Background: an optimization exercise with open tools, aiming at small area, a short achievable clock period and few clock cycles per item. Do not read the settings as production practice. The RTL was checked by simulation tests, not by an equivalence proof against the original design. Power figures rest on the tool's default switching activity, not on a simulated workload.

// bicubic_window_gen
module bicubic_window_gen
(
   input  wire logic       i_clk,
   input  wire logic       i_rstn,
   input  wire logic       i_s_tvalid,
   input  resizer_pixel_pkg::stream_in_t      i_s_tdata,
   output logic            o_s_tready,
   output logic            o_m_tvalid,
   output resizer_pixel_pkg::window_t         o_m_tdata,
   output logic            o_m_tlast,
   input  wire logic       i_m_tready
);
For scale: ~3000 cells after synthesis.
==> flow/config.mk <==
export PLATFORM = sky130hd
export DESIGN_NAME = bicubic_window_gen
export DESIGN_NICKNAME = bicubic_window_gen
export VERILOG_FILES = /design/flow/design.v
export SDC_FILE = /design/flow/constraint.sdc
export NUM_CORES = 4
export LEC_CHECK = 0
export ABC_CLOCK_PERIOD_IN_PS = 2000
export CAP_MARGIN = 20
export CORE_MARGIN = 6
export CORE_UTILIZATION = 45
export SETUP_SLACK_MARGIN = 3.0
export SLEW_MARGIN = 20
==> flow/constraint.sdc <==
create_clock -name core_clock -period 5.5 [get_ports {i_clk}]
set_input_delay 1.1000 -clock core_clock [delete_from_list [all_inputs] [get_ports {i_clk}]]
set_output_delay 1.1000 -clock core_clock [all_outputs]
set_load 0.01 [all_outputs]
standard.sh (not shown) runs the stock make flow with config.mk's settings and CLKGATE_MAP_FILE= SYNTH_SCRIPT=/design/flow/synth_recipe.tcl, a recipe that flattens the netlist after the stock synthesis.
==> flow/flow/run.sh <==
#!/bin/bash
set -euo pipefail
export BUFFER_PORTS_ARGS="-buffer_cell sky130_fd_sc_hd__buf_1"
export CTS_ARGS="-sink_clustering_enable -repair_clock_nets -dont_use_dummy_load -sink_clustering_size 24"
bash standard.sh finish > flow_standard.log 2>&1
Testbench counts at the start, summed over its fixed seeds: cycles 5,544, windows 5,120.
Rerun with:
--- a/flow/config.mk
+++ b/flow/config.mk
@@ -7,6 +7,5 @@
 export LEC_CHECK = 0
-export ABC_CLOCK_PERIOD_IN_PS = 2000
 export CAP_MARGIN = 20
 export CORE_MARGIN = 6
-export CORE_UTILIZATION = 45
+export CORE_UTILIZATION = 58
 export SETUP_SLACK_MARGIN = 3.0
=> Total power goes down by 0.61%; clock skew goes down by 12 ps; final cell count goes down by about 8%; routed wire length goes down by 0.50%; die area goes down by 22%; worst hold slack is better by 7.6 ps; count of clock-buffer cells in the layout goes down by 1; synthesized area is unchanged; non-clock buffer count goes down by 29; setup slack barely changes.
Rerun with:
--- a/flow/config.mk
+++ b/flow/config.mk
@@ -9,3 +9,3 @@
 export CORE_MARGIN = 6
-export CORE_UTILIZATION = 58
+export CORE_UTILIZATION = 45
 export SETUP_SLACK_MARGIN = 3.0
Result: Worst hold slack degrades by 7.6 ps; core utilization shrinks by 14 points; clock skew climbs by 12 ps; design area rose by 2.4%; via count went up by 0.39%; register-to-register slack gets better by 70 ps; first-iteration DRC count goes down by 6.5%.
Rerun with:
==> flow/flow/run.sh (replaced) <==
#!/bin/bash
set -euo pipefail
export BUFFER_PORTS_ARGS="-buffer_cell sky130_fd_sc_hd__buf_1"
export CTS_ARGS="-sink_clustering_enable -repair_clock_nets -dont_use_dummy_load -sink_clustering_size 22 -sink_clustering_max_diameter 100"
bash standard.sh finish > flow_standard.log 2>&1
--- a/flow/config.mk
+++ b/flow/config.mk
@@ -10,3 +10,4 @@
 export CORE_UTILIZATION = 45
-export SETUP_SLACK_MARGIN = 3.0
+export SETUP_SLACK_MARGIN = 3.1
 export SLEW_MARGIN = 20
+export TNS_END_PERCENT = 10
=>
- The changed run went through all stages and came out clean
- count of clock-buffer cells in the layout came out lower by 75
- die area does not change
- global-route usage is higher by 0.12 points
- via count fell by 0.63%
- setup slack gets worse by 58 ps
- routed wire length hardly moves

========
bicubic_window_gen again, from the RTL that the note above started with.
// bicubic_window_gen
module bicubic_window_gen
(
   input  wire logic       i_clk,
   input  wire logic       i_rstn,
   input  wire logic       i_s_tvalid,
   input  resizer_pixel_pkg::stream_in_t      i_s_tdata,
   output logic            o_s_tready,
   output logic            o_m_tvalid,
   output resizer_pixel_pkg::window_t         o_m_tdata,
   output logic            o_m_tlast,
   input  wire logic       i_m_tready
);
export LEC_CHECK = 0
export CAP_MARGIN = 20
export CORE_MARGIN = 6
export CORE_UTILIZATION = 58
export SETUP_SLACK_MARGIN = 2.8
export SLEW_MARGIN = 20
create_clock -name core_clock -period 5.5 [get_ports {i_clk}]
==> flow/flow/run.sh <==
#!/bin/bash
set -euo pipefail
export BUFFER_PORTS_ARGS="-buffer_cell sky130_fd_sc_hd__buf_1"
export CTS_ARGS="-sink_clustering_enable -repair_clock_nets -dont_use_dummy_load -sink_clustering_size 22 -sink_clustering_max_diameter 100"
bash standard.sh finish > flow_standard.log 2>&1
Testbench counts at the start, summed over its fixed seeds: cycles 5,544, windows 5,120.
==> next run, changes <==
--- a/flow/config.mk
+++ b/flow/config.mk
@@ -11 +11 @@
-export SETUP_SLACK_MARGIN = 2.8
+export SETUP_SLACK_MARGIN = 3.0
Setup slack gains 0.33 ns; power hardly moves; sequential power stays flat; clock power barely changes; wire length went up by about 1%; sequential cell count does not change.
==> next run, changes <==
--- a/flow/config.mk
+++ b/flow/config.mk
@@ -10 +10 @@
-export CORE_UTILIZATION = 58
+export CORE_UTILIZATION = 45
The new run finished with timing, DRC and antenna clean.
Area after synthesis does not change.
Total power grows slightly.
Count of clock-buffer cells in the layout went up by 2.
==> next run, changes <==
--- a/flow/config.mk
+++ b/flow/config.mk
@@ -10 +10 @@
-export CORE_UTILIZATION = 45
+export CORE_UTILIZATION = 66
After rerunning:
- The new run produced a clean layout
- core utilization rises by 23 points
- count of clock-buffer cells in the layout is lower by 2
- power decreases by 1.1%
- sequential share of layout area goes up by 1.9 points
- global-route usage grows by 9.2 points
- clock power went down by about 3%
- setup slack improved by 0.078 ns
- routed wire length fell by 3.0%
- cell area goes down by 2.5%
- flip-flop and latch count is unchanged
- die area falls by 31%
==> next run, changes <==
--- a/flow/config.mk
+++ b/flow/config.mk
@@ -11 +11 @@
-export SETUP_SLACK_MARGIN = 3.0
+export SETUP_SLACK_MARGIN = 3.1
Power grows by 0.32%; synthesized cell count stays the same; design area grows by 1.1%.

========
== the baseline ==
bicubic_window_gen again, from the RTL that the note above started with.
// bicubic_window_gen
module bicubic_window_gen
(
   input  wire logic       i_clk,
   input  wire logic       i_rstn,
   input  wire logic       i_s_tvalid,
   input  resizer_pixel_pkg::stream_in_t      i_s_tdata,
   output logic            o_s_tready,
   output logic            o_m_tvalid,
   output resizer_pixel_pkg::window_t         o_m_tdata,
   output logic            o_m_tlast,
   input  wire logic       i_m_tready
);
   localparam int DEPTH = 51;
   logic [23:0] sr [0:DEPTH-1];
   logic [23:0] pix;
   logic [23:0] skid_d;
   logic        skid_v;
   logic [23:0] item;         
   logic        item_v;
   logic [7:0]  p;
   logic [7:0]  ic;
   logic        ahead;      
   logic        ov;         
   logic        rdy;        
   logic        ordy;       
   logic        skid_v_n;
   logic        last_q;     
   logic        run_a;      
   logic        slot_free;
   logic        accept;
   logic        take;       
   logic        split;      
   logic        shift;
   logic [DEPTH-1:0] en;
   assign pix        = {i_s_tdata.tdata[7:0], i_s_tdata.tdata[15:8], i_s_tdata.tdata[23:16]};
  ...
Settings: LEC_CHECK=0, CAP_MARGIN=20, CORE_MARGIN=6, CORE_UTILIZATION=66, SETUP_SLACK_MARGIN=3.0, SLEW_MARGIN=20; clock period 5.5 ns.
==> flow/flow/run.sh <==
#!/bin/bash
set -euo pipefail
export BUFFER_PORTS_ARGS="-buffer_cell sky130_fd_sc_hd__buf_1"
export CTS_ARGS="-sink_clustering_enable -repair_clock_nets -dont_use_dummy_load -sink_clustering_size 30 -sink_clustering_max_diameter 70"
bash standard.sh finish > flow_standard.log 2>&1
Testbench counts of the baseline, summed over its fixed seeds: cycles 5,544, windows 5,120.
For the candidate, these inputs were changed with respect to the baseline:
Settings: swapping 3.0 for 3.4 in SETUP_SLACK_MARGIN; swapping 66 for 45 in CORE_UTILIZATION.
==> flow/flow/run.sh <==
#!/bin/bash
set -euo pipefail
export BUFFER_PORTS_ARGS="-buffer_cell sky130_fd_sc_hd__buf_1"
export CTS_ARGS="-sink_clustering_enable -repair_clock_nets -dont_use_dummy_load -sink_clustering_size 24"
bash standard.sh finish > flow_standard.log 2>&1
--- outcome ---
[compare] base=the baseline new=the candidate: area of the mapped netlist did not really move, non-clock buffer count went up, starting utilization of the core area went down, final total power went up, sequential share of layout area went down.
The worst stage delay on the critical path of the candidate is lower than that of the baseline.
Going from the baseline to the candidate, number of inverters outside the clock class in the layout shrinks by 1.
The worst-case setup slack after placement in the candidate was higher than what the baseline gave.
The candidate vs. the baseline: wire length of the first global-routing pass went up by 15%.
Side by side, clock network fraction of design power turned out higher in the candidate than in the baseline.

-- re-timing with driven ports --
How much do the figures lean on ideal ports? The routed layouts below were timed once more, with nothing changed but the port constraints.
Step 1 (the two cells are an assumption about what drives the block):
set clk [get_ports {i_clk}]
set_driving_cell -lib_cell sky130_fd_sc_hd__clkbuf_16 $clk
set_driving_cell -lib_cell sky130_fd_sc_hd__buf_2 [delete_from_list [all_inputs] $clk]
Step 2 also shifts input and output timing later by t, the mid clock arrival at the registers, as if the neighbouring blocks saw the same clock.
Slacks: ideal / step 1 / step 2; pairs: ideal / step 1.
run | t (ns) | setup slack, ns | worst register clock-pin slew, ns | pins driven straight from the clock port
the first run of note 1 | 0.825 | 2.944 / 2.874 / 2.179 | 0.06 / 0.06 | 1
the second run of note 1 | 0.801 | 2.944 / 2.868 / 2.235 | 0.06 / 0.06 | 1
the third run of note 1 | 0.825 | 2.944 / 2.874 / 2.179 | 0.06 / 0.06 | 1
the fourth run of note 1 | 0.704 | 2.885 / 2.879 / 2.202 | 0.10 / 0.10 | 1
the first run of note 2 | 0.724 | 2.627 / 2.627 / 2.079 | 0.10 / 0.10 | 1
the second run of note 2 | 0.720 | 2.953 / 2.932 / 2.270 | 0.10 / 0.10 | 1
the third run of note 2 | 0.721 | 2.917 / 2.917 / 2.238 | 0.09 / 0.09 | 1
the fourth run of note 2 | 0.702 | 2.995 / 2.945 / 2.321 | 0.09 / 0.09 | 1
the fifth run of note 2 | 0.698 | 2.990 / 2.924 / 2.370 | 0.09 / 0.09 | 1
the baseline | 0.695 | 2.978 / 2.923 / 2.351 | 0.11 / 0.11 | 1
the candidate | 0.837 | 2.942 / 2.869 / 2.248 | 0.07 / 0.07 | 1
After both steps setup and hold are still met in every run listed.
